Source: an optimization exercise on an open RTL-to-GDS flow (aim: small area). Production flows keep margins and buffers that such runs may drop.
The RTL was checked by simulation tests, not by an equivalence proof against the original design.
No activity file was given, so power comes from the tool's default toggle rates.

## flow/design.v (module list and top-level ports; edited modules follow where they fit)
// module des_sbox1: 148 lines
// module des_sbox2: 142 lines
// module des_sbox3: 126 lines
// module des_sbox4: 126 lines
// module des_sbox5: 168 lines
// module des_sbox6: 148 lines
// module des_sbox7: 146 lines
// module des_sbox8: 148 lines
// module des_feistel_f: 137 lines
// module des_apb_top: 289 lines
module des_apb_top
#(
    parameter int ADDR_WIDTH = 8
)
(
    input  logic                  clk,
    input  logic                  rst_n,
    input  logic [ADDR_WIDTH-1:0] paddr,
    input  logic                  psel,
    input  logic                  penable,
    input  logic                  pwrite,
    input  logic [31:0]           pwdata,
    output logic [31:0]           prdata,
    output logic                  pready,
    output logic                  pslverr
);
  // ...
==> flow/flow/run.sh <==
#!/bin/bash
# Own layout flow: the standard flow (standard.sh) with these changes:
#  - the port buffers are the smallest buffer cell (buf_1);
#  - clock tree: sink clusters of 10 on clkbuf_4, no dummy loads.
# Each tool's output goes to a log file of its own in the work folder.
set -euo pipefail
WORK=$PWD
PORTS="-buffer_cell sky130_fd_sc_hd__buf_1"
CTS="-sink_clustering_enable -repair_clock_nets -dont_use_dummy_load -buf_list sky130_fd_sc_hd__clkbuf_4 -sink_clustering_size 10 -sink_clustering_max_diameter 50"
CANDS=""
for f in "$WORK"/flow/abc_*.script; do
    c=$(basename "$f" .script)
    c=${c#abc_}
    CANDS="$CANDS $c"
    rm -rf "$WORK/syn_$c"
    mkdir -p "$WORK/syn_$c"
    cp -r "$FLOW_HOME/scripts" "$WORK/syn_$c/scripts"
    cp "$f" "$WORK/syn_$c/scripts/abc_speed.script"
    sed "s#$WORK/orfs#$WORK/syn_$c/orfs#g" "$WORK/standard.sh" > "$WORK/syn_$c/standard.sh"
    ( SCRIPTS_DIR="$WORK/syn_$c/scripts" bash "$WORK/syn_$c/standard.sh" ADDER_MAP_FILE= synth \
        > "$WORK/own_synth_$c.log" 2>&1 || true ) &
done
wait
# placements two at a time (each uses the flow's cores)
n=0
for c in $CANDS; do
    ( SCRIPTS_DIR="$WORK/syn_$c/scripts" bash "$WORK/syn_$c/standard.sh" ADDER_MAP_FILE= \
        BUFFER_PORTS_ARGS="$PORTS" place > "$WORK/own_place_$c.log" 2>&1 || true ) &
    n=$((n + 1))
    if (( n % 2 == 0 )); then
        wait
    fi
done
wait
best=""
best_area=""
for c in $CANDS; do
    logs="$WORK/syn_$c/orfs/logs/$FLOW_PLATFORM/des_apb_top/base"
    [[ -f "$logs/3_5_place_dp.log" && -f "$WORK/syn_$c/orfs/results/$FLOW_PLATFORM/des_apb_top/base/3_place.odb" ]] || continue
    da=$(awk '/^Design area/ {print $3}' "$logs/3_5_place_dp.log" | tail -1)
    taps=$(sed -n 's/.*Inserted \([0-9]*\) tapcells.*/\1/p' "$logs/2_3_floorplan_tapcell.log" | tail -1)
    [[ -n "$da" && -n "$taps" ]] || continue
    a=$(awk -v d="$da" -v t="$taps" 'BEGIN{printf "%.1f", d - t * 1.2512}')
    sa=$(awk '/Chip area for module/ {print $NF}' "$WORK/syn_$c/orfs/reports/$FLOW_PLATFORM/des_apb_top/base/synth_stat.txt" | tail -1)
    echo "$c: synthesized $sa, placed $a (design area $da, $taps taps)" >> "$WORK/own_pick.log"
    if [[ -z "$best" ]] || awk -v a="$a" -v b="$best_area" 'BEGIN{exit !(a<b)}'; then
        best=$c
        best_area=$a
    fi
done
echo "picked $best ($best_area)" >> "$WORK/own_pick.log"
rm -rf "$WORK/orfs"
mv "$WORK/syn_$best/orfs" "$WORK/orfs"
export SCRIPTS_DIR="$WORK/syn_$best/scripts"
bash standard.sh ADDER_MAP_FILE= BUFFER_PORTS_ARGS="$PORTS" CTS_ARGS="$CTS" \
    finish > "$WORK/own_finish.log" 2>&1
==> flow/flow/abc_d0.script <==
strash
&get -n
&deepsyn -T 180 -S 0
&dch -f
&nf -a -R 1000
&put
==> flow/flow/abc_h.script <==
strash
&get -n
&dc2
&dch -f
&nf -a -R 1000
&put
==> flow/flow/abc_h1.script <==
strash
&get -n
&dc2
&dch
&nf -a -R 1000
&put
==> flow/flow/abc_h4.script <==
strash
&get -n
&dc2
&dch -f
&nf -a -R 1000
&put
strash
&get -n
&dch -f
&nf -a -R 1000
&put
==> flow/flow/abc_h7.script <==
strash
&get -n
&dc2
&dch -f
&nf -a -p -R 1000
&put
==> flow/standard.sh <==
#!/bin/bash
# synth_recipe.tcl (not shown) runs the flow's synth.tcl, then flattens the netlist and writes it again
# the make line also repeats each setting of config.mk as NAME=value (left out here)
make -C /OpenROAD-flow-scripts/flow DESIGN_CONFIG=/design/flow/config.mk WORK_HOME=/design/flow/orfs CLKGATE_MAP_FILE= SYNTH_SCRIPT=/design/flow/synth_recipe.tcl "${@:-finish}"
==> flow/config.mk <==
export PLATFORM = sky130hd
export DESIGN_NAME = des_apb_top
export DESIGN_NICKNAME = des_apb_top
export VERILOG_FILES = /design/flow/design.v
export SDC_FILE = /design/flow/constraint.sdc
export NUM_CORES = 4
export LEC_CHECK = 0
export CAP_MARGIN = 0
export CORE_MARGIN = 2
export CORE_UTILIZATION = 40
export SLEW_MARGIN = 0
==> flow/constraint.sdc <==
create_clock -name core_clock -period 6.0 [get_ports {clk}]
set_input_delay 1.2000 -clock core_clock [delete_from_list [all_inputs] [get_ports {clk}]]
set_output_delay 1.2000 -clock core_clock [all_outputs]
set_load 0.01 [all_outputs]
==> run_results.csv, run 1 <==
group,metric,value,unit
timing,setup_viol,0,
finish,inverters,122,
drt,ant_nets,0,
critical_path,critPathBufInv,3,
critical_path,crit_top_cell,"buf_1",
drt,dr.max_layer_used,"met4",
worst_hold_path,hp-class,"input pin to asynchronous set/reset pin",
finish,nFillCells,3077,
synthesis,synth_common_cells,"177 x a222oi_1, 141 x nand2_1, 128 x edfxtp_1",
die,start_util,0.407,
finish,multi_input_area_share,0.422,
drt,num_vias,11602,
drt,vias_per_cell,6.39,
drt,totalWireLength,42300,µm
timing,setup-tns-final,0,ns
grt,grt_pass1_wl,64300,µm
synthesis,synthArstFlopShare,0.0233,
die,io_pins,79,
timing,max_freq,217,MHz
outcome,outcome,"timing/DRC/antenna clean",
finish,n_antenna_cell,3,
grt,grt_use_total,0.248,
place,hpwl,29700,µm
finish,seq_share,0.459,
critical_path,reg2reg_slack,2.17,ns
finish,final_cell_mix,"177 x a222oi_1, 141 x nand2_1, 128 x edfxtp_1",
drt,drtPass1Iterations,10,
pwr,combPwrFrac,0.445,
place,dpl.cell_count,1777,
critical_path,slowest_stage,"nor4_1",
finish,multi_input_gates,898,
grt,grt_max_degree,68,
synthesis,ys.warnings.count,2,
critical_path,setup.worst_path.end_class,"primary output",
synthesis,synth_edf_count,128,
critical_path,cp.required,4.80,ns
synthesis,synthFlopType,"edfxtp_1",
pwr,power,5.34,mW
finish,final_cells,1816,
clock_network,cts_buffers,36,
timing,finClkSkew,0.0856,ns
synthesis,synthesis.nets,1324,
pwr,clock_power,0.832,mW
timing,whs,0.422,ns
critical_path,start_kind,"input pin",
==> run 2, diff against run 1 <==
--- a/flow/config.mk
+++ b/flow/config.mk
@@ -9,3 +9,3 @@
 export CORE_MARGIN = 2
-export CORE_UTILIZATION = 40
+export CORE_UTILIZATION = 50
 export SLEW_MARGIN = 0
==> run_results.csv, run 2 <==
group,metric,value,unit
critical_path,reg2reg_from,"r_q[0]",
synthesis,synth_common_cells,"176 x a222oi_1, 150 x nand2_1, 128 x edfxtp_1",
timing,min_period_over_period,0.733,
timing,setup-tns-final,0,ns
worst_hold_path,hp-class,"input pin to asynchronous set/reset pin",
die,coreArea,0.0253,mm²
synthesis,yosysSeqAreaShare,0.503,
clock_network,path_clk_slew,0.10,ns
synthesis,netlist_area,0.0129,mm²
synthesis,ys_types,51,
finish,final_cells,1738,
clock_network,cts.sinks,258,
timing,post-route-min-period,4.40,ns
synthesis,synth_top_area_cell,"edfxtp_1",
synthesis,yosysTopAreaCellShare,0.298,
grt,grt_max_degree,69,
synthesis,yosysMostFrequentCell,"a222oi_1",
critical_path,setup.worst_path.end_class,"primary output",
grt,grt_pass1_wl,65100,µm
clock_network,cts_setup_buffers,0,
drt,ant_nets,0,
drt,drtPass1Iterations,12,
finish,layout_commonest_cell,"a222oi_1",
drt,num_vias,11876,
finish,regArea,0.00648,mm²
critical_path,rr_worst_depth,11,
synthesis,synthFlopType,"edfxtp_1",
drt,drc,0,
synthesis,synth-seq-cells,258,
pwr,leakagePower,4.96,nW
drt,vias_per_cell,6.83,
critical_path,reg2reg_slack,2.40,ns
clock_network,cts_buffers,36,
synthesis,synthesis.nets,1324,
clock_network,htreeDepth,2,
critical_path,cp.arrival,3.20,ns
finish,final_cell_mix,"176 x a222oi_1, 150 x nand2_1, 128 x edfxtp_1",
clock_network,cts_tree,"yes",
timing,setup_viol,0,
critical_path,start_kind,"input pin",
synthesis,synthArstFlopShare,0.0233,
synthesis,synth_cells,1279,
timing,hold_viol,0,
clock_network,cts_buffer_depth,3,
critical_path,crit_type,"input pin to primary output",
run,cap_violations,0,
place,dpl.cell_count,1700,
synthesis,synth_area_leaders,"edfxtp_1 30%, dfxtp_1 19%, a222oi_1 14%, xnor2_1 5.8%, nand2_1 4.4%",
grt,grt_use_total,0.315,
critical_path,cp_max_fo,24,
die,start_util,0.510,
pwr,cellPowerDensity,385,mW/mm²
place,gp_congestion,0.966,
drt,wl_per_cell,24.6,µm
clock_network,cts_root_buf,"clkbuf_4",
place,portBuffers,77,
finish,drive_gt1_frac,0.0434,
timing,slew_headroom,0.219,
timing,worst_pin_slew,1.17,ns
timing,rsz0062_at_grt,"no",
drt,drt_iter0_drc,2294,
die,die_area,0.0271,mm²
finish,nFillCells,2265,
die,die_x,165,µm
synthesis,synth_edf_count,128,
finish,multiInputGateArea,0.00597,mm²
place,hpwl,29000,µm
finish,synthToLayoutAreaGrowth,8.66,%
timing,max_freq,227,MHz
drt,totalWireLength,42700,µm
die,dieHeight,165,µm
outcome,outcome,"timing/DRC/antenna clean",
die,io_pins,79,
clock_network,cts_hold_buf,0,
clock_network,ctsResizeCount,0,
timing,finClkSkew,0.107,ns
finish,final_nets,1453,
pwr,power,5.39,mW
die,rows,58,
synthesis,syn_area_per_cell,10.1,µm²
timing,slew_violations,0,
pwr,peakVddDrop,0.238,mV
grt,grt_pass1_vias,11030,
critical_path,rr_endpoint,"r_q[1]",
timing,whs,0.421,ns
grt,antenna_found_initial,1,
clock_network,clock_latency,0.66,ns
grt,grt.overflow.total,0,
synthesis,ys.warnings.count,2,
critical_path,cp.required,4.80,ns
-- run 2: kinds of logic (layout without fill, tap and decap cells) --
kind of cell    count (synthesis)  in the layout  share of synthesized area
compound gates                396            396                      0.245
mux                             1              1                   0.000777
buf+inv                       122            249                     0.0358
simple gates                  363            363                      0.121
other cells                     1              3                   0.000291
flops                         258            258                      0.503
xor+xnor                      138            138                     0.0938
-- run 2: layout make-up --
cell class                      count  area share
Sequential cell                   258       0.463
Multi-Input combinational cell    899       0.427
Inverter                          121      0.0325
Tap cell                          330      0.0295
Timing Repair Buffer               92      0.0287
Clock buffer                       36      0.0193
Antenna cell                        2    0.000358
-- run 2: per-stage QoR --
stage / setup WS (ns) / instance area, µm² / utilization
floorplan: 0.865 / 12900 / -
global placement: 1.65 / 13700 / 0.543
detailed placement: 1.60 / 13700 / 0.543
CTS: 1.61 / 14000 / 0.554
global route: 1.34 / 14000 / 0.554
finish: 1.60 / 14000 / 0.554
-- run 2: power by group --
part / internal [mW] / leakage (nW) / switching [mW]
clock network: 0.277 / 0.166 / 0.554
registers: 1.94 / 2.23 / 0.210
logic: 0.834 / 2.56 / 1.58
-- run 2: critical path, stage by stage --
cell	delay, ns
buf_1	0.08
nor3_1	0.35
nand2b_1	0.15
nor2_1	0.13
and2_1	0.38
buf_4	0.45
a222oi_1	0.18
nand2_1	0.11
buf_1	0.16
-- run 2: metal layers --
metal,track usage,routed length [µm],vias to the layer above
met2,0.489,19000,773
met4,0.0945,1060,0
met1,0.448,17600,5686
met5,0,0,-
met3,0.0593,5050,87
li1,-,-,5330
-- run 2: worst max path at each step --
stage / start / to / slack, ns
after floorplan: busy_q / c_q[0] / 0.86
after global placement: paddr[5] / prdata[31] / 1.65
after detailed placement: paddr[5] / prdata[31] / 1.60
after CTS: paddr[5] / prdata[31] / 1.61
after global routing: paddr[5] / prdata[31] / 1.34
final: paddr[5] / prdata[31] / 1.60

[afterwards: timing with drivers on the ports]
No port has a modelled driver above. Below, the same layouts with a new extraction and two added sets of constraints.
Step 1 (the two cells are an assumption about what drives the block):
set clk [get_ports {clk}]
set_driving_cell -lib_cell sky130_fd_sc_hd__clkbuf_16 $clk
set_driving_cell -lib_cell sky130_fd_sc_hd__buf_2 [delete_from_list [all_inputs] $clk]
Step 2 moves the port delays by t, midway between the first and last clock arrival at a register: inputs arrive t later, outputs are due t later. That takes back most of the time a late clock gives input paths.
a / b / c = ideal / step 1 / step 2; a / b = the first two.
run | t, ns | setup WS [ns] | latest minus earliest clock arrival (ns) | worst slew at a driven data input, ns | cell pins on the clock port's net
run 1 | 0.658 | 1.384 / 1.362 / 1.362 | 0.086 / 0.086 | 0.08 | 1
run 2 | 0.651 | 1.603 / 1.583 / 1.583 | 0.111 / 0.110 | 0.05 | 1
After both steps setup and hold are still met in every run listed. For run 1, which loses most, drivers alone change the setup slack by -0.022 ns; drivers and shift together by -0.022 ns.
